This is an optimization exercise on Yosys and OpenROAD, whose aim is small area and a short achievable clock period, not a production implementation. At most, simulation tests tie the RTL to the original design; equivalence was not proved. No functional check of the RTL was part of runs 1 and 2. No activity file was given, so power comes from the tool's default toggle rates.

==> design/flow/run.sh <==
#!/bin/bash
# synth_recipe.tcl (not shown) runs the flow's synth.tcl, then flattens the netlist and writes it again
# the make line also repeats each setting of config.mk as NAME=value (left out here)
make -C /OpenROAD-flow-scripts/flow DESIGN_CONFIG=/design/flow/config.mk WORK_HOME=/design/flow/orfs CLKGATE_MAP_FILE= SYNTH_SCRIPT=/design/flow/synth_recipe.tcl finish
==> design/flow/config.mk <==
export PLATFORM = sky130hd
export DESIGN_NAME = csr_trap_unit
export DESIGN_NICKNAME = csr_trap_unit
export VERILOG_FILES = /design/flow/design.v
export SDC_FILE = /design/flow/constraint.sdc
export NUM_CORES = 4
export LEC_CHECK = 0
export ABC_AREA = 1
export CAP_MARGIN = 20
export CORE_MARGIN = 2
export CORE_UTILIZATION = 50
export SETUP_SLACK_MARGIN = 2.5
export SLEW_MARGIN = 20
==> design/flow/design.v <==
package csr_pkg;
  localparam logic [11:0] CSR_MSTATUS       = 12'h300;
  localparam logic [11:0] CSR_MISA          = 12'h301;
  localparam logic [11:0] CSR_MIE           = 12'h304;
  localparam logic [11:0] CSR_MTVEC         = 12'h305;
  localparam logic [11:0] CSR_MCOUNTINHIBIT = 12'h320;
  localparam logic [11:0] CSR_MSCRATCH      = 12'h340;
  localparam logic [11:0] CSR_MEPC          = 12'h341;
  localparam logic [11:0] CSR_MCAUSE        = 12'h342;
  localparam logic [11:0] CSR_MTVAL         = 12'h343;
  localparam logic [11:0] CSR_MIP           = 12'h344;
  localparam logic [11:0] CSR_MCYCLE        = 12'hB00;
  localparam logic [11:0] CSR_MINSTRET      = 12'hB02;
  localparam logic [11:0] CSR_MHPMCOUNTER3  = 12'hB03;
  localparam logic [11:0] CSR_MCYCLEH       = 12'hB80;
  localparam logic [11:0] CSR_MINSTRETH     = 12'hB82;
  localparam logic [11:0] CSR_MHPMCOUNTER3H = 12'hB83;
  localparam logic [11:0] CSR_MVENDORID     = 12'hF11;
  localparam logic [11:0] CSR_MARCHID       = 12'hF12;
  localparam logic [11:0] CSR_MIMPID        = 12'hF13;
  localparam logic [11:0] CSR_MHARTID       = 12'hF14;
  localparam logic [1:0] PRIV_U = 2'b00;
  localparam logic [1:0] PRIV_S = 2'b01;
  localparam logic [1:0] PRIV_M = 2'b11;
  localparam int MSTATUS_MIE    = 3;
  localparam int MSTATUS_MPIE   = 7;
  localparam int MSTATUS_MPP_LO = 11;
  localparam int MSTATUS_MPP_HI = 12;
  localparam logic [31:0] MSTATUS_MASK = 32'h0000_1888;
  localparam logic [31:0] MIE_MASK     = 32'h0000_0888;
  localparam logic [31:0] MEPC_MASK    = 32'hFFFF_FFFC;
  localparam logic [31:0] MCAUSE_MASK  = 32'h8000_001F;
  localparam logic [31:0] MISA_VAL     = 32'h0000_0000;
  localparam logic [4:0] CAUSE_ECALL_U = 5'd8;
  localparam logic [4:0] CAUSE_ECALL_S = 5'd9;
  localparam logic [4:0] CAUSE_ECALL_M = 5'd11;
  localparam logic [4:0] IRQ_MSI = 5'd3;
  localparam logic [4:0] IRQ_MTI = 5'd7;
  localparam logic [4:0] IRQ_MEI = 5'd11;
  typedef enum logic [1:0] {
    EV_NONE,
    EV_EXC,
    EV_IRQ,
    EV_MRET
  } event_e;
  function automatic logic [31:0] mstatus_legalize(input logic [31:0] wdata);
    logic [31:0] v;
    v = wdata & MSTATUS_MASK;
    if (wdata[MSTATUS_MPP_HI:MSTATUS_MPP_LO] != PRIV_M)
      v[MSTATUS_MPP_HI:MSTATUS_MPP_LO] = PRIV_U;
    mstatus_legalize = v;
  endfunction
  function automatic logic [4:0] ecall_cause(input logic [1:0] priv);
    case (priv)
      PRIV_U:  ecall_cause = CAUSE_ECALL_U;
      PRIV_S:  ecall_cause = CAUSE_ECALL_S;
      default: ecall_cause = CAUSE_ECALL_M;
    endcase
  endfunction
  function automatic logic [4:0] irq_code(input logic [31:0] pend);
    if (pend[IRQ_MEI])      irq_code = IRQ_MEI;
    else if (pend[IRQ_MSI]) irq_code = IRQ_MSI;
    else                    irq_code = IRQ_MTI;
  endfunction
endpackage
module csr_counter64 (
  input  logic        clk,
  input  logic        en,       
  input  logic        ld_lo,
  input  logic        ld_hi,
  input  logic [31:0] wd,
  output logic [63:0] value
);
  localparam int GW = 4;
  localparam int NG = 64 / GW;
  logic [63:0] cnt_q, cnt_d, sum;
  logic [NG:0] all1;    
  always_comb begin
    all1[0] = 1'b1;
    for (int j = 0; j < NG; j++) all1[j+1] = all1[j] & (&cnt_q[j*GW +: GW]);
  end
  always_comb begin
    logic t;
    for (int j = 0; j < NG; j++) begin
      t = en & all1[j];
      for (int b = 0; b < GW; b++) begin
        sum[j*GW+b] = cnt_q[j*GW+b] ^ t;
        t           = cnt_q[j*GW+b] & t;
      end
    end
  end
  always_comb begin
    cnt_d = sum;
    if (ld_lo) cnt_d[31:0]  = wd;
    if (ld_hi) cnt_d[63:32] = wd;
  end
  always_ff @(posedge clk) cnt_q <= cnt_d;
  assign value = cnt_q;
endmodule
module csr_trap_unit
#(
  parameter int unsigned NUM_HPM     = 4,
  parameter bit          VECTORED_EN = 1'b1,
  parameter logic [31:0] MTVEC_RST   = 32'h0000_0000
) (
  input  logic               clk,
  input  logic               rst,
  input  logic               csr_wen,
  input  logic [11:0]        csr_waddr,
  input  logic [31:0]        csr_wdata,
  input  logic               csr_ren,
  input  logic [11:0]        csr_raddr,
  output logic [31:0]        csr_rdata,
  output logic [31:0]        csr_status,
  input  logic               exc_valid,
  input  logic [4:0]         exc_cause,
  input  logic [31:0]        exc_pc,
  input  logic [31:0]        exc_tval,
  input  logic               ecall,
  input  logic               mret,
  input  logic               irq_ext,
  input  logic               irq_soft,
  input  logic               irq_timer,
  input  logic               int_ok,
  input  logic [31:0]        int_pc,
  input  logic               instret,
  input  logic [NUM_HPM-1:0] hpm_event,
  output logic               trap_taken,
  output logic [31:0]        trap_target,
  output logic               irq_pending
);
  localparam int unsigned NCNT = NUM_HPM + 2;
  logic        st_mie_q, st_mpie_q, st_mpp_q;    
  logic        priv_q;                           
  logic        ie_ext_q, ie_tim_q, ie_sw_q;      
  logic [31:2] tvec_q;                           
  logic        tmode_q;                          
  logic [31:0] mscratch_q;
  logic [31:2] mepc_q;
  logic        mcause_irq_q;
  logic [4:0]  mcause_code_q;
  logic [31:0] mtval_q;
  logic [NCNT-1:0] inh_q;                        
  logic        taken_q, was_mret_q;
  logic        w_mstatus, w_mie, w_mtvec, w_mscratch, w_mepc, w_mcause, w_mtval, w_minh;
  logic [NCNT-1:0] w_cnt_lo, w_cnt_hi;
  logic [31:0] wd;                               
  assign w_mstatus  = csr_wen && csr_waddr == csr_pkg::CSR_MSTATUS;
  assign w_mie      = csr_wen && csr_waddr == csr_pkg::CSR_MIE;
  assign w_mtvec    = csr_wen && csr_waddr == csr_pkg::CSR_MTVEC;
  assign w_mscratch = csr_wen && csr_waddr == csr_pkg::CSR_MSCRATCH;
  assign w_mepc     = csr_wen && csr_waddr == csr_pkg::CSR_MEPC;
  assign w_mcause   = csr_wen && csr_waddr == csr_pkg::CSR_MCAUSE;
  assign w_mtval    = csr_wen && csr_waddr == csr_pkg::CSR_MTVAL;
  assign w_minh     = csr_wen && csr_waddr == csr_pkg::CSR_MCOUNTINHIBIT;
  assign w_cnt_lo[0] = csr_wen && csr_waddr == csr_pkg::CSR_MCYCLE;
  assign w_cnt_hi[0] = csr_wen && csr_waddr == csr_pkg::CSR_MCYCLEH;
  assign w_cnt_lo[1] = csr_wen && csr_waddr == csr_pkg::CSR_MINSTRET;
  assign w_cnt_hi[1] = csr_wen && csr_waddr == csr_pkg::CSR_MINSTRETH;
  for (genvar g = 0; g < NUM_HPM; g++) begin : g_wdec
    assign w_cnt_lo[2+g] = csr_wen && csr_waddr == csr_pkg::CSR_MHPMCOUNTER3 + 12'(g);
    assign w_cnt_hi[2+g] = csr_wen && csr_waddr == csr_pkg::CSR_MHPMCOUNTER3H + 12'(g);
  end
  assign wd = rst ? 32'h0 : csr_wdata;
  logic [NCNT-1:0] cnt_inc;
  logic [63:0]     cnt_val [NCNT];
  assign cnt_inc = {hpm_event, instret, 1'b1};
  for (genvar g = 0; g < NCNT; g++) begin : g_cnt
    csr_counter64 u_cnt (
      .clk   (clk),
      .en    (cnt_inc[g] && !inh_q[g] && !w_cnt_lo[g] && !w_cnt_hi[g]),
      .ld_lo (w_cnt_lo[g] || rst),
      .ld_hi (w_cnt_hi[g] || rst),
      .wd    (wd),
      .value (cnt_val[g])
    );
  end
  logic       p_ext, p_sw, p_tim;
  logic       exc, irq_take, mret_take, trap;
  logic [4:0] exc_code, irq_code;
  assign p_ext = irq_ext   & ie_ext_q;
  assign p_sw  = irq_soft  & ie_sw_q;
  assign p_tim = irq_timer & ie_tim_q;
  assign irq_pending = p_ext | p_sw | p_tim;
  assign exc       = exc_valid | ecall;
  assign irq_take  = !exc && st_mie_q && int_ok && irq_pending;
  assign mret_take = !exc && !irq_take && mret;
  assign trap      = exc | irq_take;
  assign exc_code = exc_valid ? exc_cause :
                    (priv_q ? csr_pkg::CAUSE_ECALL_M : csr_pkg::CAUSE_ECALL_U);
  assign irq_code = p_ext ? csr_pkg::IRQ_MEI : p_sw ? csr_pkg::IRQ_MSI : csr_pkg::IRQ_MTI;
  logic w_st_mie, w_st_mpie, w_st_mpp;
  assign w_st_mie  = w_mstatus ? csr_wdata[3]  : st_mie_q;
  assign w_st_mpie = w_mstatus ? csr_wdata[7]  : st_mpie_q;
  assign w_st_mpp  = w_mstatus ? (csr_wdata[12] & csr_wdata[11]) : st_mpp_q;
  always_ff @(posedge clk) begin
    if (rst) begin
      st_mie_q      <= 1'b0;
      st_mpie_q     <= 1'b0;
      st_mpp_q      <= 1'b0;
      priv_q        <= 1'b1;
      ie_ext_q      <= 1'b0;
      ie_tim_q      <= 1'b0;
      ie_sw_q       <= 1'b0;
      tvec_q        <= MTVEC_RST[31:2];
      tmode_q       <= VECTORED_EN & MTVEC_RST[0];
      mscratch_q    <= '0;
      mepc_q        <= '0;
      mcause_irq_q  <= 1'b0;
      mcause_code_q <= '0;
      mtval_q       <= '0;
      inh_q         <= '0;
      taken_q       <= 1'b0;
      was_mret_q    <= 1'b0;
    end else begin
      if (trap) begin
        st_mie_q  <= 1'b0;
        st_mpie_q <= st_mie_q;
        st_mpp_q  <= priv_q;
        priv_q    <= 1'b1;
      end else if (mret_take) begin
        st_mie_q  <= w_st_mpie;
        st_mpie_q <= 1'b1;
        st_mpp_q  <= 1'b0;
        priv_q    <= w_st_mpp;
      end else begin
        st_mie_q  <= w_st_mie;
        st_mpie_q <= w_st_mpie;
        st_mpp_q  <= w_st_mpp;
      end
      if (w_mie) begin
        ie_ext_q <= csr_wdata[11];
        ie_tim_q <= csr_wdata[7];
        ie_sw_q  <= csr_wdata[3];
      end
      if (w_mtvec) begin
        tvec_q  <= csr_wdata[31:2];
        tmode_q <= VECTORED_EN & csr_wdata[0];
      end
      if (w_mscratch) mscratch_q <= csr_wdata;
      if (trap) begin
        mepc_q        <= irq_take ? int_pc[31:2] : exc_pc[31:2];
        mcause_irq_q  <= irq_take;
        mcause_code_q <= irq_take ? irq_code : exc_code;
        mtval_q       <= irq_take ? 32'h0 : exc_tval;
      end else begin
        if (w_mepc)   mepc_q <= csr_wdata[31:2];
        if (w_mcause) begin
          mcause_irq_q  <= csr_wdata[31];
          mcause_code_q <= csr_wdata[4:0];
        end
        if (w_mtval)  mtval_q <= csr_wdata;
      end
      if (w_minh) inh_q <= {csr_wdata[NCNT:2], csr_wdata[0]};
      taken_q    <= trap | mret_take;
      was_mret_q <= mret_take;
    end
  end
  assign csr_status = {19'b0, st_mpp_q, st_mpp_q, 3'b0, st_mpie_q, 3'b0, st_mie_q, 3'b0};
  assign trap_taken = taken_q;
  logic        vec_off;
  logic [6:2]  lo_sum;
  logic        lo_cy;
  logic [31:7] hi_p;
  logic [31:2] tgt_trap;
  assign vec_off = tmode_q & mcause_irq_q;
  assign {lo_cy, lo_sum} = {1'b0, tvec_q[6:2]} + {1'b0, vec_off ? mcause_code_q : 5'd0};
  always_comb begin
    for (int i = 7; i < 32; i++) begin
      logic a;
      a = 1'b1;
      for (int k = 7; k < i; k++) a = a & tvec_q[k];
      hi_p[i] = a & lo_cy;
    end
  end
  assign tgt_trap = {tvec_q[31:7] ^ hi_p[31:7], lo_sum};
  assign trap_target = {taken_q ? (was_mret_q ? mepc_q : tgt_trap) : 30'h0, 2'b00};
  logic [31:0] rd;
  always_comb begin
    rd = '0;
    if (csr_raddr == csr_pkg::CSR_MSTATUS)       rd = rd | csr_status;
    if (csr_raddr == csr_pkg::CSR_MIE)           rd = rd | {20'b0, ie_ext_q, 3'b0, ie_tim_q, 3'b0, ie_sw_q, 3'b0};
    if (csr_raddr == csr_pkg::CSR_MTVEC)         rd = rd | {tvec_q, 1'b0, tmode_q};
    if (csr_raddr == csr_pkg::CSR_MCOUNTINHIBIT) rd = rd | 32'({inh_q[NCNT-1:1], 1'b0, inh_q[0]});
    if (csr_raddr == csr_pkg::CSR_MSCRATCH)      rd = rd | mscratch_q;
    if (csr_raddr == csr_pkg::CSR_MEPC)          rd = rd | {mepc_q, 2'b00};
    if (csr_raddr == csr_pkg::CSR_MCAUSE)        rd = rd | {mcause_irq_q, 26'b0, mcause_code_q};
    if (csr_raddr == csr_pkg::CSR_MTVAL)         rd = rd | mtval_q;
    if (csr_raddr == csr_pkg::CSR_MIP)           rd = rd | {20'b0, irq_ext, 3'b0, irq_timer, 3'b0, irq_soft, 3'b0};
    if (csr_raddr == csr_pkg::CSR_MCYCLE)        rd = rd | cnt_val[0][31:0];
    if (csr_raddr == csr_pkg::CSR_MCYCLEH)       rd = rd | cnt_val[0][63:32];
    if (csr_raddr == csr_pkg::CSR_MINSTRET)      rd = rd | cnt_val[1][31:0];
    if (csr_raddr == csr_pkg::CSR_MINSTRETH)     rd = rd | cnt_val[1][63:32];
    for (int i = 0; i < NUM_HPM; i++) begin
      if (csr_raddr == csr_pkg::CSR_MHPMCOUNTER3 + 12'(i))  rd = rd | cnt_val[2+i][31:0];
      if (csr_raddr == csr_pkg::CSR_MHPMCOUNTER3H + 12'(i)) rd = rd | cnt_val[2+i][63:32];
    end
  end
  assign csr_rdata = csr_ren ? rd : 32'h0;
endmodule
==> design/flow/constraint.sdc <==
create_clock -name core_clock -period 7.0 [get_ports {clk}]
set_input_delay 1.4000 -clock core_clock [delete_from_list [all_inputs] [get_ports {clk}]]
set_output_delay 1.4000 -clock core_clock [all_outputs]
set_load 0.01 [all_outputs]
==> run summary, run 1 <==
Status = finished clean
Design Area, Final = 38300 µm²
Crit end category = primary output
Floorplan core area = 57400 µm²
Overall power = 7.35 mW
CTS tree = yes
Critical Path AT = 3.48 ns
Mapped Cells = 3731
Netlist cell types = 51
Final Critical Period = 4.88 ns
Grt ovf = 0
Synth cell count leaders = nand2_1 (710), o21ai_0 (589), dfxtp_1 (530)
Number of flops mapped to enable cells by yosys = 0
Top_reg_cell synth = dfxtp_1
PD cells = 192 nW/µm²
Worst slew margin = 0.164
Crit path launch type = input pin
Synth area leaders = dfxtp_1 (37%), ha_1 (13%), o21ai_0 (10%)
Worst-path fanout max = 4
Fillcell total = 4768
H-tree levels = 2
Initial Util = 0.503
Synth Warn # = 3
Clk buf depth = 3
Sink Count = 530
Async SR Flop Fraction = 0
CP Class = input pin to primary output
Largest net degree at the start of global routing = 75
Site Rows = 88
Chip width = 244 µm
Worst-Skew Late Latency = 0.63 ns
Worst-Margin Slew = 1.24 ns
Worst path required time = 5.60 ns
Drt first pass iters = 6
Post-synth top area cell = dfxtp_1
CTS root buffer = clkbuf_16
Final Setup Violations = 0
Post-synthesis sequential area ratio = 0.368
Final core utilization = 0.668
Placed Area = 31900 µm²
Fin. Hold Viols = 0
I/O Buffers = 236
Setup_tns = 0 ns
RSZ-0062 raised after global routing = yes
Post-layout net count = 4571
Final count of pins violating max slew = 0
Post-route ant nets = 0
Die area = 59700 µm²
Cell with the most instances after synthesis = nand2_1
Worst Skew = 0.0152 ns
CTS Hold Bufs = 0
GP Congestion = 1.00
Final Cycle Share = 0.697
Layout cell share with drive strength beyond 1 = 0.195
Max Cap Viol = 0
Lkg Pwr = 17.4 nW
Post-Syn Area = 28900 µm²
Wire per inst = 25.8 µm
Detailed-placement wirelength estimate = 88.7 mm
DRC viols = 0
Vias/cell = 6.09
Area growth, synth to finish = 32.8%
Hold/Removal Path Class = flop to flop
Global-route wire length before repair = 180 mm
Vias = 29.9k
Vias in the first global route = 27.3k
Drt initial violations = 3758
Fmax = 0.205 GHz
DRT Wirelength = 126 mm
Post-synth top area share = 0.368
Chip Height = 244 µm
VDD IR max = 0.203 mV
Total GRT Usage = 0.406
Initial antenna violation count = 2
Synth Register Bits = 530
Syn_area_per_cell = 7.74 µm²
I/O pins = 271
Clock-pin slew on the worst setup and hold paths = 0.06 ns
CTS Buf Count = 58
==> worst paths after layout <==
check	start	endpoint	slack, ns	cells past startpoint
worst max-delay path	csr_raddr[4]	csr_rdata[14]	2.12	13
worst min-delay path	ie_tim_q	ie_tim_q	0.49	2
worst max register to register	g_cnt[5].u_cnt.cnt_q[7]	g_cnt[5].u_cnt.cnt_q[63]	3.15	16
worst min register to register	ie_tim_q	ie_tim_q	0.49	2
==> power breakdown <==
group | leakage [nW] | switching, mW | total [mW] | internal, mW
clock | 0.911 | 1.30 | 3.10 | 1.80
combinational | 12.1 | 0.483 | 0.768 | 0.285
sequential | 4.40 | 0.247 | 3.48 | 3.24
==> final cells by class <==
type / instances / area, µm² / area share
repair buffers: 530 / 5250 / 0.137
diodes: 1 / 2.50 / 0.0000653
multi-input cells: 2605 / 18100 / 0.472
flip-flops and latches: 530 / 10600 / 0.278
inverters: 378 / 1520 / 0.0396
clock buffers: 93 / 1750 / 0.0457
clock inverters: 5 / 111 / 0.00291
well taps: 765 / 957 / 0.0250
==> placed cells by master, fill, tap and decap left out, drive strengths merged, types with 100 or more instances in the layout <==
| cell | count |
|---|---|
| clkbuf | 104 |
| o21ai | 591 |
| a221oi | 100 |
| xor2 | 107 |
| nand2 | 715 |
| ha | 294 |
| nor2 | 232 |
| buf | 334 |
| clkdlybuf4s50 | 153 |
| inv | 362 |
| dfxtp | 530 |
==> cells by family after synthesis <==
family / count (synthesis) / share of synthesized area
AO/OA/AOI/OAI: 982 / 0.204
other: 1 / 0.000130
XOR/XNOR: 109 / 0.0331
AND/OR/NAND/NOR: 1189 / 0.181
adder cells (fa/ha/maj): 295 / 0.128
buffers and inverters: 625 / 0.0864
flip-flops: 530 / 0.368
==> state kept, by name (all words and copies together), names as in the netlist <==
| name | count |
|---|---|
| mscratch_q | 32 |
| st_mie_q | 1 |
| tmode_q | 1 |
| inh_q | 6 |
| mepc_q | 30 |
| priv_q | 1 |
| taken_q | 1 |
| st_mpie_q | 1 |
| was_mret_q | 1 |
| mcause_code_q | 5 |
| ie_tim_q | 1 |
| mtval_q | 32 |
| mcause_irq_q | 1 |
| tvec_q | 30 |
| g_cnt.u_cnt.cnt_q | 384 |
| st_mpp_q | 1 |
| ie_ext_q | 1 |
| ie_sw_q | 1 |
==> critical path, cell delays in order <==
cell	delay, ns
buf_8	0.10
nor2_4	0.17
nand3_4	0.13
nor2_4	0.24
buf_8	0.16
nand2_8	0.06
buf_12	0.15
buf_12	0.13
o211ai_1	0.32
a2111oi_2	0.06
buf_4	0.19
a31oi_4	0.22
buf_6	0.14
==> through the flow <==
stage	worst slack, ns	hold slack (ns)	instances
global placement	0.599	0.470	4589
CTS	2.18	0.491	4820
finish	2.12	0.494	4907
detailed placement	0.582	0.474	4589
floorplan	2.57	0.430	3760
global route	2.11	0.529	4906
==> metal layers <==
layer | up-vias | GRT usage | routed length, µm
met2 | 1903 | 0.578 | 51100
met4 | 4 | 0.166 | 5990
met3 | 315 | 0.122 | 16800
met5 | - | 0 | 26
li1 | 13500 | - | -
met1 | 14100 | 0.567 | 52500
==> what timing repair did <==
item,in CTS,in global routing
pin swaps,99,74
resized for setup,637,198
endpoints found under the setup margin,97,99
setup buffers,123,83
cloned,10,3
==> run 2: changes to the inputs <==
--- a/design/flow/config.mk
+++ b/design/flow/config.mk
@@ -10,4 +10,4 @@
 export CORE_MARGIN = 2
 export CORE_UTILIZATION = 50
-export SETUP_SLACK_MARGIN = 2.5
+export SETUP_SLACK_MARGIN = 0.3
 export SLEW_MARGIN = 20
==> run summary, run 2 <==
Status = finished clean
Largest Register = g_cnt.u_cnt.cnt_q
Post-route ant nets = 0 (unchanged)
Grt ovf = 0 (unchanged)
CTS Hold Bufs = 0 (unchanged)
Wire per inst = 24.9 µm (-3.2%)
Max incr delay on CP = 0.80 ns (+0.48 ns)
Setup_tns = 0 ns (unchanged)
Async SR Flop Fraction = 0 (unchanged)
Most common cell after layout, fill and taps aside = nand2_1
CTS tree = yes
Chip Height = 244 µm (unchanged)
Final count of pins violating max slew = 0 (unchanged)
Critical Path AT = 5.19 ns (+1.71 ns)
DP Cell Count = 4589 (unchanged)
Fin. Hold Viols = 0 (unchanged)
Worst slew margin = 0.199 (+0.0347)
I/O Buffers = 236 (unchanged)
Number of flops mapped to enable cells by yosys = 0 (unchanged)
Post-synth top area cell = dfxtp_1
Synth cell count leaders = nand2_1 (710), o21ai_0 (589), dfxtp_1 (530)
Hold/Removal Path Class = flop to flop
PD cells = 216 nW/µm² (+12%)
Mapped Cells = 3731 (unchanged)
Worst path required time = 5.60 ns (about the same)
Global-route wire length before repair = 170 mm (-5.5%)
Syn_area_per_cell = 7.74 µm² (unchanged)
Largest registers = g_cnt.u_cnt.cnt_q x384, mscratch_q x32, mtval_q x32
Detailed-placement wirelength estimate = 88.7 mm (unchanged)
Worst-path fanout max = 9 (+5)
Initial Util = 0.503 (unchanged)
Vias in the first global route = 26.0k (-4.8%)
CTS root buffer = clkbuf_16
VDD IR max = 0.203 mV (+0.12%)
Max reg flops = 384 (unchanged)
Top_reg_cell synth = dfxtp_1
Max Cap Viol = 0 (unchanged)
Fin cells = 4688 (-4.5%)
Reg2reg setup slack = 3.05 ns (-0.10 ns)
Netlist cell types = 51 (unchanged)
DRC viols = 0 (unchanged)
Worst-Margin Slew = 1.17 ns (-0.0719 ns)
DRT Wirelength = 117 mm (-7.6%)
RSZ-0062 raised after global routing = no
Chip width = 244 µm (unchanged)
Commonest non-fill, non-tap cells in the layout = nand2_1 (710), o21ai_0 (589), dfxtp_1 (530)
Final Cycle Share = 0.941 (+0.243)
Lkg Pwr = 15.2 nW (-13%)
GP Congestion = 1.00 (unchanged)
Clock-pin slew on the worst setup and hold paths = 0.06 ns (about the same)
Die area = 59700 µm² (unchanged)
Worst Skew = 0.0151 ns (-0.000144 ns)
CTS Buf Count = 58 (unchanged)
CP bufs+invs = 4 (-2)
CP Class = input pin to primary output
Initial antenna violation count = 1 (-1)
Synth Warn # = 3 (unchanged)
Drt first pass iters = 6 (unchanged)
Fmax = 0.152 GHz (-26%)
Site Rows = 88 (unchanged)
Drt initial violations = 3392 (-9.7%)
Synth area leaders = dfxtp_1 (37%), ha_1 (13%), o21ai_0 (10%)
Critical Path, Cell by Cell = clkdlybuf4s50_1 -> nand3_1 -> nor2_1 -> nand2_1 -> clkinv_1 -> buf_4 -> nand2_1 -> o21ai_0 -> a221oi_1 -> a41oi_1 -> clkdlybuf4s50_1
Cell with the most instances after synthesis = nand2_1
Crit path launch type = input pin
Total GRT Usage = 0.382 (-0.0232)
Crit path max-delay family = buffers and inverters
Vias = 28.3k (-5.5%)
Layout cell share with drive strength beyond 1 = 0.0612 (-0.133)
Synth Register Bits = 530 (unchanged)
I/O pins = 271 (unchanged)
Overall power = 7.29 mW (-0.90%)
Final Critical Period = 6.59 ns (+1.70 ns)
Post-synthesis sequential area ratio = 0.368 (unchanged)
Post-layout net count = 4352 (-4.8%)
Area growth, synth to finish = 17.1%
Post CTS Setup Buffer Count = 0 (-100%)
Vias/cell = 6.03 (-1.1%)
Clk buf depth = 3 (unchanged)
H-tree levels = 2 (unchanged)
Largest net degree at the start of global routing = 75 (unchanged)
Critical path's slowest cell = nor2_1
Post-synth top area share = 0.368 (unchanged)
Post_cts resized = 0 (-100%)
Worst-Skew Late Latency = 0.63 ns (about the same)
Crit end category = primary output
Final Setup Violations = 0 (unchanged)
Sink Count = 530 (unchanged)
Floorplan core area = 57400 µm² (unchanged)
Post-Syn Area = 28900 µm² (unchanged)
Fillcell total = 5290 (+11%)
-- run 2: cell counts after synthesis --
No cell type changed its count.
-- run 2: layout make-up --
cell class | instances | area, µm² | area share
antenna | 1 | 2.50 | 0.0000740
tap | 765 | 957 | 0.0283
sequential | 530 | 10600 | 0.314
multi-input combinational | 2605 | 16000 | 0.472
inverter | 378 | 1420 | 0.0421
timing repair buffer | 311 | 2980 | 0.0882
clock buffer | 93 | 1750 | 0.0519
clock inverter | 5 | 111 | 0.00329
-- run 2: logic make-up (layout without fill, tap and decap cells) --
logic type                 Yosys count  in the layout  synth area share
xor gates and xnor gates           109            109            0.0331
buffers and inverters              625            787            0.0864
other                                1             31          0.000130
DFF                                530            530             0.368
adders and majority gates          295            295             0.128
AOI/OAI and AO/OA                  982            982             0.204
and+or+nand+nor                   1189           1189             0.181
-- run 2: path summary, 6_finish.rpt --
check / startpoint / cells past startpoint / endpoint
worst min-delay path: mscratch_q[17] / 2 / mscratch_q[17]
worst max-delay path: csr_raddr[11] / 11 / csr_rdata[25]
worst max register to register: g_cnt[4].u_cnt.cnt_q[3] / 17 / g_cnt[4].u_cnt.cnt_q[63]
worst min register to register: mscratch_q[17] / 2 / mscratch_q[17]
-- run 2: stage by stage --
stage               setup WS, ns  hold slack (ns)  utilization  instance area [µm²]
CTS                        0.576            0.483        0.589                33800
floorplan                   2.57            0.430            -                29000
finish                     0.414            0.485        0.589                33800
global placement           0.599            0.470        0.557                31900
detailed placement         0.582            0.474        0.557                31900
global route               0.328            0.521        0.589                33800
-- run 2: worst register-to-register path, stage by stage (launching register included) --
cell and delay (ns):
dfxtp_1 0.37, nand4_1 0.11, inv_1 0.16, nand4_2 0.33
nor2_2 0.28, and3_1 0.28, nand3_2 0.18, nor2_2 0.22
nand4_1 0.23, nor2_2 0.30, nand4_1 0.25, nor2_1 0.30
ha_1 0.20, ha_1 0.18, ha_1 0.17, xor2_1 0.14
nand2_1 0.06, o21ai_0 0.10
-- run 2: power by group --
group	total, mW	internal [mW]	switching, mW
registers	3.47	3.24	0.226
logic	0.725	0.274	0.451
clock network	3.10	1.80	1.30
-- run 2: layer usage --
| metal | track usage | vias up | wire [µm] |
|---|---|---|---|
| li1 | - | 13100 | - |
| met1 | 0.556 | 13400 | 51200 |
| met2 | 0.550 | 1610 | 47500 |
| met3 | 0.111 | 169 | 15200 |
| met4 | 0.0986 | 0 | 3030 |
| met5 | 0 | - | 0 |
==> run 3: changes to the inputs <==
--- a/design/flow/design.v
+++ b/design/flow/design.v
@@ -276,25 +276,38 @@
   assign tgt_trap = {tvec_q[31:7] ^ hi_p[31:7], lo_sum};
   assign trap_target = {taken_q ? (was_mret_q ? mepc_q : tgt_trap) : 30'h0, 2'b00};
-  logic [31:0] rd;
+  logic [7:0]  rsel3;                  
+  logic        pg_cnt_lo, pg_cnt_hi;   
+  logic        pg_csr;                 
+  logic [31:0] cnt_lo_rd, cnt_hi_rd, csr_rd;
   always_comb begin
-    rd = '0;
-    if (csr_raddr == csr_pkg::CSR_MSTATUS)       rd = rd | csr_status;
-    if (csr_raddr == csr_pkg::CSR_MIE)           rd = rd | {20'b0, ie_ext_q, 3'b0, ie_tim_q, 3'b0, ie_sw_q, 3'b0};
-    if (csr_raddr == csr_pkg::CSR_MTVEC)         rd = rd | {tvec_q, 1'b0, tmode_q};
-    if (csr_raddr == csr_pkg::CSR_MCOUNTINHIBIT) rd = rd | 32'({inh_q[NCNT-1:1], 1'b0, inh_q[0]});
-    if (csr_raddr == csr_pkg::CSR_MSCRATCH)      rd = rd | mscratch_q;
-    if (csr_raddr == csr_pkg::CSR_MEPC)          rd = rd | {mepc_q, 2'b00};
-    if (csr_raddr == csr_pkg::CSR_MCAUSE)        rd = rd | {mcause_irq_q, 26'b0, mcause_code_q};
-    if (csr_raddr == csr_pkg::CSR_MTVAL)         rd = rd | mtval_q;
-    if (csr_raddr == csr_pkg::CSR_MIP)           rd = rd | {20'b0, irq_ext, 3'b0, irq_timer, 3'b0, irq_soft, 3'b0};
-    if (csr_raddr == csr_pkg::CSR_MCYCLE)        rd = rd | cnt_val[0][31:0];
-    if (csr_raddr == csr_pkg::CSR_MCYCLEH)       rd = rd | cnt_val[0][63:32];
-    if (csr_raddr == csr_pkg::CSR_MINSTRET)      rd = rd | cnt_val[1][31:0];
-    if (csr_raddr == csr_pkg::CSR_MINSTRETH)     rd = rd | cnt_val[1][63:32];
+    for (int k = 0; k < 8; k++) rsel3[k] = (csr_raddr[2:0] == 3'(k));
+  end
+  assign pg_cnt_lo = csr_ren && csr_raddr[11:3] == 9'b1011_0000_0;
+  assign pg_cnt_hi = csr_ren && csr_raddr[11:3] == 9'b1011_1000_0;
+  assign pg_csr    = csr_ren && csr_raddr[11:8] == 4'h3;
+  always_comb begin
+    cnt_lo_rd = ({32{rsel3[0]}} & cnt_val[0][31:0])  | ({32{rsel3[2]}} & cnt_val[1][31:0]);
+    cnt_hi_rd = ({32{rsel3[0]}} & cnt_val[0][63:32]) | ({32{rsel3[2]}} & cnt_val[1][63:32]);
     for (int i = 0; i < NUM_HPM; i++) begin
-      if (csr_raddr == csr_pkg::CSR_MHPMCOUNTER3 + 12'(i))  rd = rd | cnt_val[2+i][31:0];
-      if (csr_raddr == csr_pkg::CSR_MHPMCOUNTER3H + 12'(i)) rd = rd | cnt_val[2+i][63:32];
+      cnt_lo_rd = cnt_lo_rd | ({32{rsel3[3+i]}} & cnt_val[2+i][31:0]);
+      cnt_hi_rd = cnt_hi_rd | ({32{rsel3[3+i]}} & cnt_val[2+i][63:32]);
     end
   end
-  assign csr_rdata = csr_ren ? rd : 32'h0;
+  always_comb begin
+    csr_rd = '0;
+    case (csr_raddr[7:0])
+      8'h00: csr_rd = csr_status;
+      8'h04: csr_rd = {20'b0, ie_ext_q, 3'b0, ie_tim_q, 3'b0, ie_sw_q, 3'b0};
+      8'h05: csr_rd = {tvec_q, 1'b0, tmode_q};
+      8'h20: csr_rd = 32'({inh_q[NCNT-1:1], 1'b0, inh_q[0]});
+      8'h40: csr_rd = mscratch_q;
+      8'h41: csr_rd = {mepc_q, 2'b00};
+      8'h42: csr_rd = {mcause_irq_q, 26'b0, mcause_code_q};
+      8'h43: csr_rd = mtval_q;
+      8'h44: csr_rd = {20'b0, irq_ext, 3'b0, irq_timer, 3'b0, irq_soft, 3'b0};
+      default: ;
+    endcase
+  end
+  assign csr_rdata = ({32{pg_cnt_lo}} & cnt_lo_rd) | ({32{pg_cnt_hi}} & cnt_hi_rd) |
+                     ({32{pg_csr}} & csr_rd);
 endmodule
==> design/flow/flow/run.sh (new file) <==
#!/bin/bash
# Own layout flow: the standard ORFS flow (standard synthesis), with the
# ports buffered by a small plain buffer instead of ORFS's default delay cell.
set -euo pipefail
bash standard.sh "BUFFER_PORTS_ARGS=-buffer_cell sky130_fd_sc_hd__buf_1" finish > make_finish.log 2>&1
==> design/flow/standard.sh (new file) <==
#!/bin/bash
# synth_recipe.tcl (not shown) runs the flow's synth.tcl, then flattens the netlist and writes it again
# the make line also repeats each setting of config.mk as NAME=value (left out here)
make -C /OpenROAD-flow-scripts/flow DESIGN_CONFIG=/design/flow/config.mk WORK_HOME=/design/flow/orfs CLKGATE_MAP_FILE= SYNTH_SCRIPT=/design/flow/synth_recipe.tcl "${@:-finish}"
--- a/design/flow/config.mk
+++ b/design/flow/config.mk
@@ -9,5 +9,6 @@
 export CAP_MARGIN = 20
 export CORE_MARGIN = 2
-export CORE_UTILIZATION = 50
-export SETUP_SLACK_MARGIN = 0.3
+export CORE_UTILIZATION = 60
+export CTS_BUF_LIST = sky130_fd_sc_hd__clkbuf_8
+export SETUP_SLACK_MARGIN = 2.5
 export SLEW_MARGIN = 20
removed: design/flow/run.sh
==> run summary, run 3 <==
Grt ovf = 0 (unchanged)
Final count of pins violating max slew = 0 (unchanged)
Total GRT Usage = 0.387 (+0.00426)
Worst slew margin = 0.265 (+0.0663)
Wire per inst = 20.9 µm (-16%)
ANT cells = 0 (-1)
Critical Path AT = 3.45 ns (-1.74 ns)
Crit path launch type = input pin
Die area = 51000 µm² (-14%)
Largest net degree at the start of global routing = 68 (-9.3%)
Cell with the most instances after synthesis = nand2_1
Lkg Pwr = 16.4 nW (+7.7%)
Vias in the first global route = 26.8k (+3.3%)
Chip width = 226 µm (-7.5%)
Floorplan core area = 48700 µm² (-15%)
Worst-Skew Late Latency = 0.72 ns (+0.09 ns)
CTS root buffer = clkbuf_8
Sink Count = 530 (unchanged)
Crit end category = primary output
Worst-Margin Slew = 1.10 ns (-0.0692 ns)
Number of flops mapped to enable cells by yosys = 0 (unchanged)
Detailed-placement wirelength estimate = 71.1 mm (-20%)
Post-synth top area share = 0.359 (-0.00856)
Fin. Hold Viols = 0 (unchanged)
Post-synth top area cell = dfxtp_1
Worst-path fanout max = 10 (+1)
Largest registers = g_cnt.u_cnt.cnt_q x384, mscratch_q x32, mtval_q x32
Initial antenna violation count = 1 (unchanged)
Reg area = 10600 µm² (about the same)
Worst path required time = 5.60 ns (about the same)
Hold Slack = 0.507 ns (+0.0224 ns)
Netlist cell types = 53 (+3.9%)
H-tree levels = 3 (+1)
CP Class = input pin to primary output
Mapped Cells = 3934 (+5.4%)
Global-route wire length before repair = 151 mm (-11%)
I/O Buffers = 236 (unchanged)
Layout cell share with drive strength beyond 1 = 0.141 (+0.0801)
Vias = 28.9k (+2.2%)
Clock-pin slew on the worst setup and hold paths = 0.06 ns (about the same)
Post-synthesis sequential area ratio = 0.359 (-0.00856)
Largest Register = g_cnt.u_cnt.cnt_q
Post-Syn Area = 29600 µm² (+2.4%)
Top_reg_cell synth = dfxtp_1
Synth area leaders = dfxtp_1 (36%), ha_1 (12%), o21ai_0 (11%)
Drt initial violations = 3136 (-7.5%)
Fillcell total = 4038 (-24%)
VDD IR max = 0.182 mV (-10%)
CTS tree = yes
Fmax = 0.206 GHz (+36%)
DRT Wirelength = 102 mm (-13%)
Max Cap Viol = 0 (unchanged)
Status = finished clean
Initial Util = 0.606 (+0.103)
I/O pins = 271 (unchanged)
Clk buf depth = 3 (unchanged)
Multi-input gate area = 17300 µm² (+8.5%)
Post-layout net count = 4617 (+6.1%)
Site Rows = 81 (-8.0%)
Final Critical Period = 4.85 ns (-1.74 ns)
Final Setup Violations = 0 (unchanged)
Area growth, synth to finish = 18.1%
Syn_area_per_cell = 7.51 µm² (-2.9%)
Setup_tns = 0 ns (unchanged)
RSZ-0062 raised after global routing = yes
Max reg flops = 384 (unchanged)
Final Cycle Share = 0.692 (-0.248)
Drt first pass iters = 6 (unchanged)
Hold/Removal Path Class = flop to flop
GP Congestion = 0.980 (-2.2%)
Post-route ant nets = 0 (unchanged)
DRC viols = 0 (unchanged)
Chip Height = 226 µm (-7.5%)
Most common cell after layout, fill and taps aside = nand2_1
Synth cell count leaders = nand2_1 (815), o21ai_0 (634), dfxtp_1 (530)
CTS Buf Count = 93 (+60%)
Synth Warn # = 3 (unchanged)
Commonest non-fill, non-tap cells in the layout = nand2_1 (776), o21ai_0 (595), dfxtp_1 (528)
Async SR Flop Fraction = 0 (unchanged)
Worst Skew = 0.0259 ns (+0.0108 ns)
PD cells = 207 nW/µm² (-3.9%)
Synth Register Bits = 530 (unchanged)
Vias/cell = 5.90 (-2.0%)
run 3: changes by cell type in the layout (fill, tap and decap cells not counted), moves of 30 or more:
| cell | delta |
|---|---|
| buf_1 | +186 |
| buf_6 | +57 |
| nand2_1 | +66 |
| nand3_1 | -52 |
| a211oi_1 | -36 |
| inv_1 | +112 |
| clkdlybuf4s50_1 | -235 |
| clkbuf_16 | -58 |
| o22ai_1 | +41 |
| clkbuf_8 | +106 |
| a221oi_1 | -77 |
| nand2_2 | +30 |
| nor2_1 | -46 |
run 3: worst max-delay path: stages:
cell and delay [ns]:
buf_8 0.10, nor2_4 0.21, inv_4 0.08, nor3_4 0.23, nand2_4 0.12, nor2_4 0.17
buf_4 0.16, inv_2 0.13, o211ai_1 0.23, nand2_1 0.14, o211ai_1 0.24, buf_2 0.21
run 3: final cells by class:
class	instances	share of cell area
clock inverters	48	0.00810
flip-flops and latches	530	0.304
inverters	478	0.0530
repair buffers	345	0.0652
well taps	664	0.0238
repair inverters	2	0.000681
clock buffers	123	0.0485
multi-input cells	2699	0.497
run 3: cell families after synthesis:
kind of cell | synth area share
AOI/OAI and AO/OA | 0.196
xor gates and xnor gates | 0.0326
adders and majority gates | 0.125
buffers and inverters | 0.0992
DFF | 0.359
other | 0.000127
and+or+nand+nor | 0.188
run 3: where the power goes:
group | switching, mW | leakage, nW | internal (mW) | total (mW)
sequential | 0.172 | 4.39 | 3.24 | 3.41
combinational | 0.538 | 10.8 | 0.256 | 0.794
clock | 1.37 | 1.13 | 1.65 | 3.02
run 3: repair_timing:
action,4_1_cts,5_1_grt
hold buffers,0,0
setup buffers,45,25
gates resized for setup,284,158
gates cloned,5,1
hold endpoints to repair,0,0
pin swaps,55,60
endpoints found under the setup margin,44,55
run 3: path summary, 6_finish.rpt:
path / startpoint / end / slack (ns) / cells past startpoint
max reg2reg: g_cnt[2].u_cnt.cnt_q[5] / g_cnt[2].u_cnt.cnt_q[54] / 2.96 / 13
min reg2reg: tvec_q[29] / tvec_q[29] / 0.51 / 2
min: tvec_q[29] / tvec_q[29] / 0.51 / 2
max: csr_raddr[4] / csr_rdata[12] / 2.15 / 12
run 3: per-stage QoR:
stage | worst slack (ns) | power (mW) | util | area (µm²) | instances
final | 2.15 | 7.23 | 0.716 | 34900 | 4889
after floorplan | 2.70 | 3.94 | - | 29700 | 3963
after global placement | 1.34 | 4.16 | 0.628 | 30600 | 4642
after global routing | 2.15 | 7.49 | 0.716 | 34900 | 4889
after detailed placement | 1.29 | 4.19 | 0.628 | 30600 | 4642
after CTS | 2.25 | 7.19 | 0.699 | 34100 | 4863
run 3: per-layer routing:
metal,share of wire,global-route usage,vias to the layer above
li1,-,-,13600
met5,0,0,-
met4,0.040,0.169,0
met2,0.44,0.613,1550
met3,0.095,0.0660,253
met1,0.42,0.518,13400
==> run 4: changes to the inputs <==
--- a/design/flow/config.mk
+++ b/design/flow/config.mk
@@ -6,5 +6,5 @@
 export NUM_CORES = 4
 export LEC_CHECK = 0
-export ABC_AREA = 1
+export ABC_AREA = 0
 export CAP_MARGIN = 20
 export CORE_MARGIN = 2
==> run summary, run 4 <==
Status = finished clean
Mapped Cells = 3812 (-3.1%)
Synth Warn # = 3 (unchanged)
Vias in the first global route = 29.5k (+10%)
Area growth, synth to finish = 16.6%
Internal power = 4.81 mW (-6.5%)
Total GRT Usage = 0.443 (+0.0564)
CTS root buffer = clkbuf_8
Max Cap Viol = 0 (unchanged)
DRC viols = 0 (unchanged)
Reg area = 10600 µm² (about the same)
Worst-Margin Slew = 1.29 ns (+0.192 ns)
RSZ-0062 raised after global routing = yes
Post-synthesis sequential area ratio = 0.346 (-0.0127)
Synth cell count leaders = nand2_1 (783), dfxtp_1 (530), a21oi_1 (405)
Largest registers = g_cnt.u_cnt.cnt_q x384, mscratch_q x32, mtval_q x32
Commonest non-fill, non-tap cells in the layout = nand2_1 (780), dfxtp_1 (528), a21oi_1 (398)
Post-layout net count = 4447 (-3.7%)
Hold/Removal Path Class = flop to flop
Drt first pass iters = 9 (+3)
Final count of pins violating max slew = 0 (unchanged)
Setup_tns = 0 ns (unchanged)
Wire per inst = 25.9 µm (+24%)
Sink Count = 530 (unchanged)
I/O Buffers = 236 (unchanged)
Final Cycle Share = 0.667 (-0.0254)
Hold Crit Start = mscratch_q[15]
Vias/cell = 6.64 (+12%)
Die area = 52900 µm² (+3.6%)
Final Setup Violations = 0 (unchanged)
Crit end category = primary output
Clk buf depth = 3 (unchanged)
Fillcell total = 4048 (+0.25%)
CP startpoint = csr_raddr[10]
Critical Path AT = 3.27 ns (-0.18 ns)
WL met2 = 51.3 mm (+13%)
Max layer used = met5
Worst Setup Slack post-DPL = 1.33 ns (+0.0344 ns)
Post-synth top area share = 0.346 (-0.0127)
H-tree levels = 3 (unchanged)
I/O pins = 271 (unchanged)
Floorplan core area = 50300 µm² (+3.1%)
Largest Register = g_cnt.u_cnt.cnt_q
Max reg flops = 384 (unchanged)
Final Critical Period = 4.67 ns (-0.178 ns)
CTS Hold Bufs = 0 (unchanged)
Worst Skew = 0.0324 ns (+0.00646 ns)
Met1 Wirelength = 46.7 mm (+8.9%)
Fin. Hold Viols = 0 (unchanged)
Detailed-placement wirelength estimate = 80.0 mm (+13%)
Post-synth top area cell = dfxtp_1
Chip width = 230 µm (+1.8%)
Switching share of total power = 0.272 (-0.0154)
Layout cell share with drive strength beyond 1 = 0.134 (-0.00703)
Placed Area = 31700 µm² (+3.5%)
Multi-input gate area = 19300 µm² (+11%)
VDD IR max = 0.187 mV (+2.6%)
Initial antenna violation count = 3 (+2)
Post-route ant nets = 0 (unchanged)
Global-route wire length before repair = 179 mm (+18%)
Reg-to-Reg Start = g_cnt[2].u_cnt.cnt_q[12]
Drt initial violations = 4629 (+48%)
Net Sw Power = 1.80 mW (-13%)
Grt ovf = 0 (unchanged)
DRT Wirelength = 122 mm (+20%)
Design Area, Final = 35700 µm² (+2.4%)
Site Rows = 82 (+1.2%)
Fmax = 0.214 GHz (+3.8%)
CP Class = input pin to primary output
Largest net degree at the start of global routing = 185 (+170%)
Most common cell after layout, fill and taps aside = nand2_1
Chip Height = 230 µm (+1.8%)
CTS tree = yes
Worst path required time = 5.60 ns (about the same)
Async SR Flop Fraction = 0 (unchanged)
Worst slew margin = 0.137 (-0.128)
Synth Register Bits = 530 (unchanged)
Combinational Power Share = 0.089 (-0.021)
Worst-path fanout max = 16 (+6)
GP Congestion = 0.999 (+1.9%)
Final setup margin = 2.33 ns (+0.178 ns)
Crit path launch type = input pin
Seq pwr share = 0.468 (-0.004)
Netlist cell types = 77 (+45%)
Lkg Pwr = 14.0 nW (-14%)
Cell with the most instances after synthesis = nand2_1
Top_reg_cell synth = dfxtp_1
Clock-pin slew on the worst setup and hold paths = 0.06 ns (about the same)
Worst-Skew Late Latency = 0.70 ns (-0.02 ns)
Post-Syn Area = 30600 µm² (+3.7%)
Number of flops mapped to enable cells by yosys = 0 (unchanged)
DR WL met3 = 16.2 mm (+66%)
Synth area leaders = dfxtp_1 (35%), ha_1 (12%), nand2_1 (9.6%)
PD cells = 185 nW/µm² (-11%)
Clk pwr share = 0.443 (+0.025)
Reg2reg setup slack = 3.31 ns (+0.35 ns)
Initial Util = 0.609 (+0.00311)
CTS Buf Count = 93 (unchanged)
Syn_area_per_cell = 8.04 µm² (+7.0%)
Vias = 31.3k (+8.4%)
## run 4: changes by cell type in the layout (fill, tap and decap cells not counted), sizes merged, moves of 54 or more
| cell | previous run | this run |
|---|---|---|
| inv | 504 | 66 |
| a22oi | 0 | 93 |
| a211oi | 1 | 142 |
| nor3 | 20 | 82 |
| a21oi | 95 | 405 |
| xnor2 | 3 | 98 |
| mux2i | 0 | 71 |
| o21ai | 646 | 71 |
| xor2 | 107 | 5 |
| o22ai | 80 | 23 |
| buf | 339 | 393 |
| nor2 | 207 | 266 |
## run 4: layer usage
metal  vias to the layer above  global-route usage
met5                         -                   0
met4                         4               0.242
met3                       468               0.107
met2                      2184               0.661
met1                     14700               0.589
li1                      14000                   -
## run 4: power by group through the flow
stage               Combinational [mW]  Clock (mW)  Sequential [mW]
floorplan                        0.294           0             3.14
global placement                 0.457           0             3.16
detailed placement               0.464           0             3.16
CTS                              0.537        2.92             3.10
global route                     0.605        3.07             3.10
finish                           0.588        2.93             3.10
## run 4: layout make-up
type,count,share of cell area
well taps,672,0.0235
clock buffers,117,0.0451
clock inverters,43,0.00679
multi-input cells,2898,0.540
inverters,37,0.00396
repair buffers,419,0.0834
flip-flops and latches,530,0.297
diodes,1,0.0000700
## run 4: cells by family (layout without fill, tap and decap cells)
group	after synthesis	count (layout)	share of synthesized area
and+or+nand+nor	1424	1428	0.207
AOI/OAI and AO/OA	939	939	0.201
DFF	530	530	0.346
buffers and inverters	417	616	0.0580
adders and majority gates	295	295	0.121
xor gates and xnor gates	103	103	0.0294
muxes	103	103	0.0372
other	1	31	0.000122
## run 4: worst max-delay path, stage by stage
cell and delay [ns]:
buf_1 0.06, nand4b_1 0.33, nor3b_4 0.32, buf_6 0.25, nand2_8 0.20, nor3_2 0.31, a221o_1 0.19, buf_1 0.17
## run 4: what timing repair did
| action | in CTS | in global routing |
|---|---|---|
| gates resized for setup | 167 | 100 |
| pin swaps | 22 | 28 |
| setup buffers | 50 | 24 |
| cloned | 13 | 4 |
| hold endpoints to repair | 0 | 0 |
| setup endpoints to repair | 51 | 49 |
## run 4: through the flow
step	total power [mW]	hold WS, ns	cells	util
floorplan	3.44	0.433	3841	-
global placement	3.62	0.439	4464	0.630
detailed placement	3.62	0.446	4464	0.630
CTS	6.55	0.454	4687	0.696
global route	6.77	0.474	4717	0.711
finish	6.62	0.452	4717	0.711
## run 4: path summary, 6_finish.rpt
check,endpoint,cells after the start
setup reg to reg,g_cnt[2].u_cnt.cnt_q[63],10
hold / removal,mscratch_q[15],2
hold reg to reg,mscratch_q[15],2
setup / recovery,csr_rdata[6],8
==> run 5: changes to the inputs <==
--- a/design/flow/design.v
+++ b/design/flow/design.v
@@ -142,5 +142,6 @@
   logic [31:0] mtval_q;
   logic [NCNT-1:0] inh_q;                        
-  logic        taken_q, was_mret_q;
+  logic        tk_trap_q, tk_mret_q;              
+  logic        tcy_q;                            
   logic        w_mstatus, w_mie, w_mtvec, w_mscratch, w_mepc, w_mcause, w_mtval, w_minh;
   logic [NCNT-1:0] w_cnt_lo, w_cnt_hi;
@@ -190,4 +191,11 @@
                     (priv_q ? csr_pkg::CAUSE_ECALL_M : csr_pkg::CAUSE_ECALL_U);
   assign irq_code = p_ext ? csr_pkg::IRQ_MEI : p_sw ? csr_pkg::IRQ_MSI : csr_pkg::IRQ_MTI;
+  logic       w_tmode, w_tcy;
+  logic [6:2] w_tlo;
+  logic [5:0] w_tsum;
+  assign w_tmode = w_mtvec ? (VECTORED_EN & csr_wdata[0]) : tmode_q;
+  assign w_tlo   = w_mtvec ? csr_wdata[6:2] : tvec_q[6:2];
+  assign w_tsum  = {1'b0, w_tlo} + {1'b0, irq_code};
+  assign w_tcy   = irq_take && w_tmode && w_tsum[5];
   logic w_st_mie, w_st_mpie, w_st_mpp;
   assign w_st_mie  = w_mstatus ? csr_wdata[3]  : st_mie_q;
@@ -211,6 +219,7 @@
       mtval_q       <= '0;
       inh_q         <= '0;
-      taken_q       <= 1'b0;
-      was_mret_q    <= 1'b0;
+      tk_trap_q     <= 1'b0;
+      tk_mret_q     <= 1'b0;
+      tcy_q         <= 1'b0;
     end else begin
       if (trap) begin
@@ -253,17 +262,16 @@
       end
       if (w_minh) inh_q <= {csr_wdata[NCNT:2], csr_wdata[0]};
-      taken_q    <= trap | mret_take;
-      was_mret_q <= mret_take;
+      tk_trap_q  <= trap;
+      tk_mret_q  <= mret_take;
+      tcy_q      <= w_tcy;
     end
   end
   assign csr_status = {19'b0, st_mpp_q, st_mpp_q, 3'b0, st_mpie_q, 3'b0, st_mie_q, 3'b0};
-  assign trap_taken = taken_q;
-  logic        vec_off;
-  logic [6:2]  lo_sum;
-  logic        lo_cy;
+  assign trap_taken = tk_trap_q | tk_mret_q;
+  logic       vec_off;
+  logic [6:2] lo_sum;
   logic [31:7] hi_p;
-  logic [31:2] tgt_trap;
   assign vec_off = tmode_q & mcause_irq_q;
-  assign {lo_cy, lo_sum} = {1'b0, tvec_q[6:2]} + {1'b0, vec_off ? mcause_code_q : 5'd0};
+  assign lo_sum  = tvec_q[6:2] + (vec_off ? mcause_code_q : 5'd0);
   always_comb begin
     for (int i = 7; i < 32; i++) begin
@@ -271,9 +279,9 @@
       a = 1'b1;
       for (int k = 7; k < i; k++) a = a & tvec_q[k];
-      hi_p[i] = a & lo_cy;
+      hi_p[i] = a & tcy_q;
     end
   end
-  assign tgt_trap = {tvec_q[31:7] ^ hi_p[31:7], lo_sum};
-  assign trap_target = {taken_q ? (was_mret_q ? mepc_q : tgt_trap) : 30'h0, 2'b00};
+  assign trap_target = {({30{tk_trap_q}} & {tvec_q[31:7] ^ hi_p[31:7], lo_sum}) |
+                        ({30{tk_mret_q}} & mepc_q), 2'b00};
   logic [7:0]  rsel3;                  
   logic        pg_cnt_lo, pg_cnt_hi;   
==> design/flow/flow/run.sh (replaced) <==
#!/bin/bash
# Own layout flow: the standard ORFS flow (standard synthesis), except
#  - ports buffered by a small plain buffer instead of ORFS's default delay cell,
#  - clock tree built without dummy balancing loads.
set -euo pipefail
bash standard.sh "BUFFER_PORTS_ARGS=-buffer_cell sky130_fd_sc_hd__buf_1" \
  "CTS_ARGS=-sink_clustering_enable -repair_clock_nets -dont_use_dummy_load -buf_list sky130_fd_sc_hd__clkbuf_8" \
  finish > make_finish.log 2>&1
--- a/design/flow/config.mk
+++ b/design/flow/config.mk
@@ -9,6 +9,5 @@
 export CAP_MARGIN = 20
 export CORE_MARGIN = 2
-export CORE_UTILIZATION = 60
-export CTS_BUF_LIST = sky130_fd_sc_hd__clkbuf_8
+export CORE_UTILIZATION = 70
 export SETUP_SLACK_MARGIN = 2.5
 export SLEW_MARGIN = 20
==> run summary, run 5 <==
Clock-pin slew on the worst setup and hold paths = 0.05 ns (about the same)
CTS tree = yes
Most common cell after layout, fill and taps aside = nand2_1
Post-synthesis sequential area ratio = 0.347 (+0.000356)
Post-synth top area share = 0.347 (+0.000356)
Max layer used = met5
Largest net degree at the start of global routing = 105 (-43%)
Fmax = 0.205 GHz (-4.2%)
Mapped Cells = 3762 (-1.3%)
Global-route wire length before repair = 177 mm (-1.0%)
Drt initial violations = 5347 (+16%)
Final Cycle Share = 0.696 (+0.0290)
Worst-Margin Slew = 1.32 ns (+0.0250 ns)
Wire per inst = 27.5 µm (+6.2%)
Detailed-placement wirelength estimate = 77.8 mm (-2.8%)
DRC viols = 0 (unchanged)
Final Critical Period = 4.87 ns (+0.203 ns)
Top_reg_cell synth = dfxtp_1
Number of flops mapped to enable cells by yosys = 0 (unchanged)
Final count of pins violating max slew = 0 (unchanged)
Compound-Gate Fraction of Synth Area = 0.195 (-0.00556)
Worst path required time = 5.60 ns (about the same)
Chip width = 213 µm (-7.3%)
H-tree levels = 3 (unchanged)
Switching share of total power = 0.275 (+0.00278)
Main combinational cell family by area after synthesis = simple AND/OR/NAND/NOR gates
DRT Wirelength = 124 mm (+1.3%)
Clk buf depth = 3 (unchanged)
Synthesized-area fraction occupied by adder cells = 0.121 (+0.000305)
Worst Skew = 0.0560 ns (+0.0236 ns)
Total GRT Usage = 0.521 (+0.0779)
Worst slew margin = 0.120 (-0.0167)
Overall power = 5.98 mW (-9.6%)
VDD IR max = 0.158 mV (-16%)
Largest registers = g_cnt.u_cnt.cnt_q x384, mscratch_q x32, mtval_q x32
Met1 Wirelength = 42.4 mm (-9.3%)
Layout cell share with drive strength beyond 1 = 0.129 (-0.00483)
WL met2 = 50.1 mm (-2.3%)
Lkg Pwr = 13.6 nW (-2.7%)
CP Class = input pin to primary output
Final Setup Violations = 0 (unchanged)
Floorplan core area = 43200 µm² (-14%)
Simple-gate share of the synthesized area = 0.198 (-0.00981)
Fillcell total = 2848 (-30%)
Max reg flops = 384 (unchanged)
Post-Synth XOR/XNOR Area = 0.0354 (+0.00597)
Synth Warn # = 3 (unchanged)
Max Cap Viol = 0 (unchanged)
Drt first pass iters = 9 (unchanged)
Hold Slack = 0.457 ns (+0.00505 ns)
CTS Buf Count = 87 (-6.5%)
Critical Path, Cell by Cell = clkbuf_8 -> nor2b_2 -> buf_4 -> a22o_1 -> a222oi_1 -> o221ai_2 -> buf_2
Worst-path fanout max = 11 (-5)
Initial antenna violation count = 6 (+3)
GP Congestion = 0.991 (-0.79%)
Synth area leaders = dfxtp_1 (35%), ha_1 (12%), nand2_1 (9.8%)
Cell with the most instances after synthesis = nand2_1
Chip Height = 213 µm (-7.3%)
Hold/Removal Path Class = flop to flop
I/O pins = 271 (unchanged)
Internal power = 4.33 mW (-10%)
Synth cell count leaders = nand2_1 (802), dfxtp_1 (531), a21oi_1 (382)
Critical Path AT = 3.47 ns (+0.20 ns)
Reg2reg setup slack = 3.28 ns (-0.03 ns)
PD cells = 172 nW/µm² (-7.3%)
Vias in the first global route = 30.0k (+1.4%)
Synth Register Bits = 531 (+0.19%)
Multi-input gate area = 19300 µm² (about the same)
Post-route ant nets = 0 (unchanged)
Post-layout net count = 4380 (-1.5%)
Netlist cell types = 80 (+3.9%)
Area growth, synth to finish = 13.6%
Setup_tns = 0 ns (unchanged)
Vias/cell = 7.13 (+7.5%)
Net Sw Power = 1.64 mW (-8.7%)
Fin. Hold Viols = 0 (unchanged)
Max incr delay on CP = 0.76 ns (+0.43 ns)
Syn_area_per_cell = 8.15 µm² (+1.4%)
CTS Hold Bufs = 0 (unchanged)
DR WL met3 = 19.7 mm (+22%)
Worst-Skew Late Latency = 0.72 ns (+0.02 ns)
Grt ovf = 0 (unchanged)
Critical path's slowest cell = a222oi_1
Site Rows = 76 (-7.3%)
Clk pwr share = 0.382 (-0.061)
Multiplexer area fraction after synthesis = 0.0464 (+0.00927)
Async SR Flop Fraction = 0 (unchanged)
Die area = 45500 µm² (-14%)
Crit path launch type = input pin
Combinational Power Share = 0.097 (+0.008)
RSZ-0062 raised after global routing = yes
Seq pwr share = 0.521 (+0.053)
Reg area = 10600 µm² (+0.16%)
Largest Register = g_cnt.u_cnt.cnt_q
Vias = 32.1k (+2.5%)
Crit end category = primary output
CTS root buffer = clkbuf_8
I/O Buffers = 236 (unchanged)
Post-synth top area cell = dfxtp_1
Sink Count = 531 (+0.19%)
Commonest non-fill, non-tap cells in the layout = nand2_1 (801), dfxtp_1 (531), a21oi_1 (380)
Initial Util = 0.710 (+0.101)
Status = finished clean
Post-Syn Area = 30700 µm² (about the same)
-- run 5: changes by cell type in the layout (fill, tap and decap cells not counted), moves of 15 or more --
cell      before  now
mux2_2        26   52
inv_1         64   40
a22o_1         2   17
nand2_1      780  801
o221ai_1       4   19
a21oi_1      398  380
clkbuf_8     121   92
a211oi_1     137  110
a22oi_1       84   65
buf_4        130  113
o21ai_0       56   86
nor2_1       262  237
-- run 5: path summary, 6_finish.rpt --
path / depth (start not counted) / from / end
worst max-delay path: 7 / csr_raddr[0] / csr_rdata[3]
worst min-delay path: 2 / mscratch_q[29] / mscratch_q[29]
worst max register to register: 10 / g_cnt[0].u_cnt.cnt_q[7] / g_cnt[0].u_cnt.cnt_q[63]
worst min register to register: 2 / mscratch_q[29] / mscratch_q[29]
-- run 5: power by group through the flow --
stage          combinational (mW)  clock (mW)  sequential, mW
6_report                    0.580        2.29            3.11
5_1_grt                     0.586        2.38            3.11
4_1_cts                     0.516        2.25            3.11
3_5_place_dp                0.465           0            3.17
3_3_place_gp                0.455           0            3.17
2_1_floorplan               0.298           0            3.15
-- run 5: metal layers --
metal  track usage  vias up
met5             0        -
met4         0.408        4
met3         0.200      879
met2         0.741     2722
met1         0.628    14800
li1              -    13700
-- run 5: logic make-up after synthesis --
family                     Yosys count
AOI/OAI and AO/OA                  907
xor gates and xnor gates           124
adders and majority gates          296
buffers and inverters              409
DFF                                531
muxes                              123
other                                1
and+or+nand+nor                   1371
-- run 5: worst max-delay path: cells and delay by family --
family          cells  cell delay [ns]
buf+inv             3             0.61
simple gates        1             0.19
compound gates      3             1.24
-- run 5: area by class of cell --
cell class	instances	area share
sequential	531	0.305
clock buffer	87	0.0344
multi-input combinational	2853	0.554
tap	585	0.0210
inverter	42	0.00463
timing repair buffer	396	0.0798
antenna	7	0.000503
-- run 5: through the flow --
stage | instance area (µm²) | util | std cells | setup WS, ns
finish | 34800 | 0.807 | 4501 | 2.13
global placement | 31500 | 0.730 | 4326 | 1.53
CTS | 34200 | 0.792 | 4459 | 2.27
global route | 34800 | 0.807 | 4498 | 2.08
detailed placement | 31500 | 0.730 | 4326 | 1.47
floorplan | 30800 | - | 3791 | 2.60
-- run 5: repair_timing --
action | CTS | global route
pin swaps | 31 | 29
endpoints found under the hold margin | 0 | 0
resized for setup | 181 | 54
gates cloned | 14 | 2
setup endpoints to repair | 33 | 40
setup buffers | 32 | 30

re-timing with driven ports:
Ports are ideal in the flow. The routed layouts listed here were re-timed in OpenROAD.
Step 1 sets driving cells, clkbuf_16 on the clock port and buf_2 on the other inputs (assumed; they add their load-dependent delay and slew).
Step 2 moves the port delays by t, midway between the first and last clock arrival at a register: inputs arrive t later, outputs are due t later. That takes back most of the time a late clock gives input paths.
a / b / c = ideal / step 1 / step 2; a / b = the first two.
run | t, ns | setup WS [ns] | hold WS [ns] | slew at the worst register clock pin (ns) | worst data-port slew with drivers (ns)
run 1 | 0.692 | 2.118 / 2.078 / 1.932 | 0.494 / 0.494 / 0.494 | 0.07 / 0.07 | 0.09
run 2 | 0.687 | 0.414 / 0.389 / 0.389 | 0.485 / 0.485 / 0.485 | 0.07 / 0.07 | 0.09
run 3 | 0.762 | 2.153 / 2.105 / 1.924 | 0.507 / 0.507 / 0.507 | 0.07 / 0.07 | 0.16
run 4 | 0.751 | 2.331 / 2.131 / 2.123 | 0.452 / 0.452 / 0.452 | 0.07 / 0.07 | 0.26
run 5 | 0.755 | 2.128 / 1.949 / 1.875 | 0.457 / 0.457 / 0.457 | 0.07 / 0.07 | 0.24
After both steps setup and hold are still met in every run listed. For run 5, which loses most, drivers alone change the setup slack by -0.179 ns; drivers and shift together by -0.253 ns.
